Background: an optimization exercise with open tools, aiming at small area. Do not read the settings as production practice.
At most, simulation tests tie the RTL to the original design; equivalence was not proved.
Power is estimated from default activity; no workload was simulated.

== job 101 ==
Design io_memory_bridge, start of the top module:
module io_memory_bridge (
    input  logic                             clock,
    input  logic                             reset,
    input  logic [iomem_pkg::ADDR_W-1:0]     wb_adr_i,
    input  logic [3:0]                       wb_sel_i,
    input  logic                             wb_we_i,
    input  logic                             wb_cyc_i,
    input  logic                             wb_stb_i,
    input  logic [iomem_pkg::DATA_W-1:0]     wb_dat_i,
    output logic                             wb_ack_o,
    output logic [iomem_pkg::DATA_W-1:0]     wb_dat_o,
    output logic [iomem_pkg::ADDR_W-1:0]     mem_addr_o,
    output logic [iomem_pkg::DATA_W-1:0]     mem_data_o,
    output logic [iomem_pkg::NUM_BANKS-1:0]  mem_we_o,
    output logic                             mem_gl_en_o,
    input  logic [iomem_pkg::DATA_W-1:0]     mem_rdata_i,
    input  logic [iomem_pkg::HALF_W-1:0]     arq_n_i,
    output logic [iomem_pkg::HALF_W-1:0]     tx_len_o,
    output logic [iomem_pkg::HALF_W-1:0]     total_packets_o
);
Size: ~1,300 cells after synthesis, roughly 120 flip-flops, ~260 I/O pins.
==> flow/config.mk <==
export PLATFORM = sky130hd
export DESIGN_NAME = io_memory_bridge
export DESIGN_NICKNAME = io_memory_bridge
export VERILOG_FILES = /design/flow/design.v
export SDC_FILE = /design/flow/constraint.sdc
export NUM_CORES = 4
export LEC_CHECK = 0
export CAP_MARGIN = 20
export CORE_MARGIN = 2
export CORE_UTILIZATION = 40
export GPL_TIMING_DRIVEN = 0
export SLEW_MARGIN = 20
export SYNTH_HIERARCHICAL = 1
==> flow/constraint.sdc <==
create_clock -name core_clock -period 7.5 [get_ports {clock}]
set_input_delay 1.5000 -clock core_clock [delete_from_list [all_inputs] [get_ports {clock}]]
set_output_delay 1.5000 -clock core_clock [all_outputs]
set_load 0.01 [all_outputs]
standard.sh (not shown) runs the stock make flow with config.mk's settings and CLKGATE_MAP_FILE= SYNTH_SCRIPT=/design/flow/synth_recipe.tcl, a recipe that flattens the netlist after the stock synthesis.
==> flow/flow/run.sh <==
#!/bin/bash
# The standard layout, with the port buffers made from the smallest buffer
# cell and a clock tree without dummy loads. ORFS writes each step's log
# under orfs/logs; make's own output goes to make.log.
set -euo pipefail
bash standard.sh "BUFFER_PORTS_ARGS=-buffer_cell sky130_fd_sc_hd__buf_1" \
    "CTS_ARGS=-sink_clustering_enable -repair_clock_nets -dont_use_dummy_load -buf_list sky130_fd_sc_hd__clkbuf_16 -sink_clustering_size 60 -sink_clustering_max_diameter 300 -sink_clustering_levels 1" \
    finish > make.log 2>&1
Job 101 went all the way through synthesis, placement and routing and the layout is clean on timing, DRC and antenna.
diff inputs: job 101 => job 102
==> flow/flow/run.sh <==
#!/bin/bash
# The standard layout, with the port buffers made from the smallest buffer
# cell and a clock tree without dummy loads. ORFS writes each step's log
# under orfs/logs; make's own output goes to make.log.
set -euo pipefail
bash standard.sh "BUFFER_PORTS_ARGS=-buffer_cell sky130_fd_sc_hd__buf_1" \
    "CTS_ARGS=-sink_clustering_enable -repair_clock_nets -dont_use_dummy_load -buf_list sky130_fd_sc_hd__clkbuf_8" \
    finish > make.log 2>&1
[summary]
Job 102 ended with more met1 track demand over resource in global routing than job 101.
Job 102 -> job 101: synthesized area delta 0, exact match
Job 102 and job 101 ended up with roughly the same total detailed-routing wirelength.
Row met1 wire length: job 102 lower / job 101 higher
Changes in job 103 relative to job 102:
- PLACE_DENSITY: unset -> 0.8
diff --git a/flow/flow/run.sh b/flow/flow/run.sh
--- a/flow/flow/run.sh
+++ b/flow/flow/run.sh
@@ -5,4 +5,4 @@
 set -euo pipefail
 bash standard.sh "BUFFER_PORTS_ARGS=-buffer_cell sky130_fd_sc_hd__buf_1" \
-    "CTS_ARGS=-sink_clustering_enable -repair_clock_nets -dont_use_dummy_load -buf_list sky130_fd_sc_hd__clkbuf_8" \
+    "CTS_ARGS=-sink_clustering_enable -repair_clock_nets -dont_use_dummy_load -root_buf sky130_fd_sc_hd__clkbuf_8 -buf_list sky130_fd_sc_hd__clkbuf_4" \
     finish > make.log 2>&1
Results
Run comparison: job 102 launching element of the worst setup path offset[5]$_DFF_P_; job 103 launching element of the worst setup path wb_adr_i[2]
Job 103: clock skew 0.0093 ns above job 102
Final area went down slightly going from job 102 to job 103.
Against job 102, job 103 comes in 0.40 µm lower on average detailed-routed wire length per instance.
Job 103 vs. job 102: relative contribution of combinational cells to total power moved up, total routing resource utilization after global routing moved down, overall power after layout moved down, placed standard-cell area level.
Number of instances in the synthesized netlist: job 102 vs job 103 identical
Diff job 102 -> job 103: layout overhead on the synthesized area -0.88 points, final routed wirelength across all metal layers -2.3%.
[inputs] job 104 vs job 103
- PLACE_DENSITY removed (was 0.8)
- SLEW_MARGIN changed from 20 to 0
- CAP_MARGIN changed from 20 to 0
==> flow/flow/run.sh <==
#!/bin/bash
# The standard layout, with the port buffers made from the smallest buffer
# cell and a clock tree without dummy loads. ORFS writes each step's log
# under orfs/logs; make's own output goes to make.log.
set -euo pipefail
bash standard.sh "BUFFER_PORTS_ARGS=-buffer_cell sky130_fd_sc_hd__buf_1" \
    "CTS_ARGS=-sink_clustering_enable -repair_clock_nets -dont_use_dummy_load -buf_list sky130_fd_sc_hd__clkbuf_8" \
    finish > make.log 2>&1
Results
Job 104 has completed all stages; timing, DRC and antenna checks passed. Between job 104 and job 103, shortest clock period the worst path allows after layout is lower for job 104, job 103 comes in above that. Job 103 -> job 104: total via count after detailed routing decreased by a few percent. Compared with job 103, job 104 shows a lower ratio of routed vias to standard cells. Maximum vdd drop improves in job 104 relative to job 103. On fraction of cell area in non-clock buffers, job 104 and job 103 are neck and neck. Actual slew at the worst max-slew pin was lower in job 103 than in job 104. Sequential cell fraction of total power was lower in the run labelled job 104. Job 103 vs job 104, type of the worst setup path: in2out vs in2reg. Job 103 -> job 104: clock latency at the later pin of the worst-skew pair flat.

red:
io_memory_bridge, a different RTL version from the one above (not shown whole).
Size: roughly 1200 cells after synthesis, ~120 flip-flops, roughly 11000 um2 of cells after synthesis.
Design io_memory_bridge, start of the top module:
module io_memory_bridge (
    input  logic                             clock,
    input  logic                             reset,
    input  logic [iomem_pkg::ADDR_W-1:0]     wb_adr_i,
    input  logic [3:0]                       wb_sel_i,
    input  logic                             wb_we_i,
    input  logic                             wb_cyc_i,
    input  logic                             wb_stb_i,
    input  logic [iomem_pkg::DATA_W-1:0]     wb_dat_i,
    output logic                             wb_ack_o,
    output logic [iomem_pkg::DATA_W-1:0]     wb_dat_o,
    output logic [iomem_pkg::ADDR_W-1:0]     mem_addr_o,
    output logic [iomem_pkg::DATA_W-1:0]     mem_data_o,
    output logic [iomem_pkg::NUM_BANKS-1:0]  mem_we_o,
    output logic                             mem_gl_en_o,
    input  logic [iomem_pkg::DATA_W-1:0]     mem_rdata_i,
    input  logic [iomem_pkg::HALF_W-1:0]     arq_n_i,
    output logic [iomem_pkg::HALF_W-1:0]     tx_len_o,
    output logic [iomem_pkg::HALF_W-1:0]     total_packets_o
);
    logic        stb;
    logic [31:0] dat;
    logic        hdr_sel;
    logic        len_w;
    logic        n_w;
    logic        gl_sel;
    logic        adr_hi0;
    logic        adr_hdr;
    logic [2:0]  cnt_inc;
    logic [2:0]  cnt;
    logic [13:0] len_words;
    logic [4:0]  bank;
    logic        local_bank;
    logic [15:0] total;
    logic [29:0] offset;
    logic        off_hi;
    logic [31:0] tx_ptr;
    logic        use_sum;
    logic        txf;
    logic [15:0] tx_len;
    logic [7:0]  mul_a;
    logic        off_en;
    logic [29:0] off_nv;
    logic        tx_len_w;
  ...
clock: 7.5 ns
lec_check: 0
cap_margin: 20
core_margin: 2
core_utilization: 40
gpl_timing_driven: 1
place_density: 0.8
slew_margin: 20
synth_hierarchical: 1
==> flow/flow/run.sh <==
#!/bin/bash
# The standard layout, with the port buffers made from the smallest buffer
# cell and a clock tree without dummy loads. ORFS writes each step's log
# under orfs/logs; make's own output goes to make.log.
set -euo pipefail
bash standard.sh "BUFFER_PORTS_ARGS=-buffer_cell sky130_fd_sc_hd__buf_1" \
    "CTS_ARGS=-sink_clustering_enable -repair_clock_nets -dont_use_dummy_load -root_buf sky130_fd_sc_hd__clkbuf_8 -buf_list sky130_fd_sc_hd__clkbuf_4" \
    finish > make.log 2>&1
The inputs of blue differ from those of red as listed below.
--- a/flow/config.mk
+++ b/flow/config.mk
@@ -9,5 +9,5 @@
 export CORE_MARGIN = 2
 export CORE_UTILIZATION = 40
-export GPL_TIMING_DRIVEN = 1
+export GPL_TIMING_DRIVEN = 0
 export PLACE_DENSITY = 0.8
 export SLEW_MARGIN = 20
--- outcome ---
- Final RePlAce weighted congestion | blue above red
- blue ends up with higher final core area utilization than red does.
- blue finished every step from synthesis to the final layout, and the layout passed the timing, DRC and antenna checks.
- blue vs red, count of plain and timing-repair buffers in the layout went up by 31.
- As of blue, detail-routed via count per cell had fallen slightly compared to red.
- The final reports for blue and red show final period utilization higher in the former.
Function was not checked in any run of this note: the RTL went through the layout flow alone.

trial 95:
Another version of the RTL of io_memory_bridge (not shown whole).
Size in the first run: ~120 flip-flops.
Design io_memory_bridge, start of the top module:
module io_memory_bridge (
    input  logic                             clock,
    input  logic                             reset,
    input  logic [iomem_pkg::ADDR_W-1:0]     wb_adr_i,
    input  logic [3:0]                       wb_sel_i,
    input  logic                             wb_we_i,
    input  logic                             wb_cyc_i,
    input  logic                             wb_stb_i,
    input  logic [iomem_pkg::DATA_W-1:0]     wb_dat_i,
    output logic                             wb_ack_o,
    output logic [iomem_pkg::DATA_W-1:0]     wb_dat_o,
    output logic [iomem_pkg::ADDR_W-1:0]     mem_addr_o,
    output logic [iomem_pkg::DATA_W-1:0]     mem_data_o,
    output logic [iomem_pkg::NUM_BANKS-1:0]  mem_we_o,
    output logic                             mem_gl_en_o,
    input  logic [iomem_pkg::DATA_W-1:0]     mem_rdata_i,
    input  logic [iomem_pkg::HALF_W-1:0]     arq_n_i,
    output logic [iomem_pkg::HALF_W-1:0]     tx_len_o,
    output logic [iomem_pkg::HALF_W-1:0]     total_packets_o
);
==> flow/config.mk <==
export PLATFORM = sky130hd
export DESIGN_NAME = io_memory_bridge
export DESIGN_NICKNAME = io_memory_bridge
export VERILOG_FILES = /design/flow/design.v
export SDC_FILE = /design/flow/constraint.sdc
export NUM_CORES = 4
export LEC_CHECK = 0
export CAP_MARGIN = 20
export CORE_MARGIN = 2
export CORE_UTILIZATION = 40
export GPL_TIMING_DRIVEN = 0
export SLEW_MARGIN = 20
export SYNTH_HIERARCHICAL = 1
==> flow/constraint.sdc <==
create_clock -name core_clock -period 7.5 [get_ports {clock}]
set_input_delay 1.5000 -clock core_clock [delete_from_list [all_inputs] [get_ports {clock}]]
set_output_delay 1.5000 -clock core_clock [all_outputs]
set_load 0.01 [all_outputs]
==> flow/flow/run.sh <==
#!/bin/bash
# The standard layout, with the port buffers made from the smallest buffer
# cell and a clock tree without dummy loads. ORFS writes each step's log
# under orfs/logs; make's own output goes to make.log.
set -euo pipefail
bash standard.sh "BUFFER_PORTS_ARGS=-buffer_cell sky130_fd_sc_hd__buf_1" \
    "CTS_ARGS=-sink_clustering_enable -repair_clock_nets -dont_use_dummy_load" \
    finish > make.log 2>&1
Trial 95: PASS, flow complete, no timing, DRC or antenna violations
### trial 95 -> trial 42
==> flow/flow/run.sh <==
#!/bin/bash
# The standard layout, with the port buffers made from the smallest buffer
# cell. ORFS writes each step's log under orfs/logs; make's own output goes
# to make.log.
set -euo pipefail
bash standard.sh "BUFFER_PORTS_ARGS=-buffer_cell sky130_fd_sc_hd__buf_1" finish > make.log 2>&1
[summary]
Compared with trial 95, placement density in the core of trial 42 is higher.
The final clock period utilization by the worst path of trial 42 and that of trial 95 are within noise of each other.
Between trial 42 and trial 95, the cell area after placement does not differ in any meaningful way.
Going from trial 95 to trial 42, power share of the combinational group shrinks by 2.2 points.
Any difference in setup slack between trial 95 and trial 42 is small enough to ignore.
Synthesized cell count: trial 95 vs trial 42 identical
In trial 42 relative to trial 95, number of design-rule violations left by the first detailed-router iteration had gone down slightly.

==> separate check: timing with driven ports <==
No port has a modelled driver above. Below, the same layouts with a new extraction and two added sets of constraints. Step 1 assumes that a clkbuf_16 drives the clock port and a buf_2 every other input. Step 2 adds t to the input delays and takes it off the output delays; t is the mean of the earliest and latest rising clock arrival at the registers after step 1. Input paths then give back, and output paths get back, about the clock's delay inside the block. Slacks: ideal / step 1 / step 2; pairs: ideal / step 1.
run | shift t [ns] | setup WS [ns] | clock arrival spread, ns | slew at the worst register clock pin (ns)
job 101 | 0.455 | 0.394 / 0.346 / 0.054 | 0.023 / 0.023 | 0.06 / 0.06
job 102 | 0.468 | 0.473 / 0.434 / 0.043 | 0.036 / 0.036 | 0.09 / 0.09
job 103 | 0.454 | 0.386 / 0.363 / -0.043 | 0.037 / 0.037 | 0.11 / 0.11
job 104 | 0.474 | 0.478 / 0.488 / 0.021 | 0.036 / 0.037 | 0.09 / 0.09
red | 0.453 | 0.488 / 0.446 / 0.088 | 0.044 / 0.044 | 0.13 / 0.13
blue | 0.444 | 0.372 / 0.342 / 0.084 | 0.053 / 0.053 | 0.12 / 0.12
trial 95 | 0.457 | 0.292 / 0.267 / -0.048 | 0.024 / 0.025 | 0.07 / 0.07
trial 42 | 0.476 | 0.292 / 0.266 / -0.030 | 0.016 / 0.016 | 0.07 / 0.07
Met with ideal ports but missed after step 2: setup timing in job 103, trial 95 and trial 42. The setup slack of job 104, which loses most, moves by +0.010 ns with the drivers and by -0.457 ns with both steps.
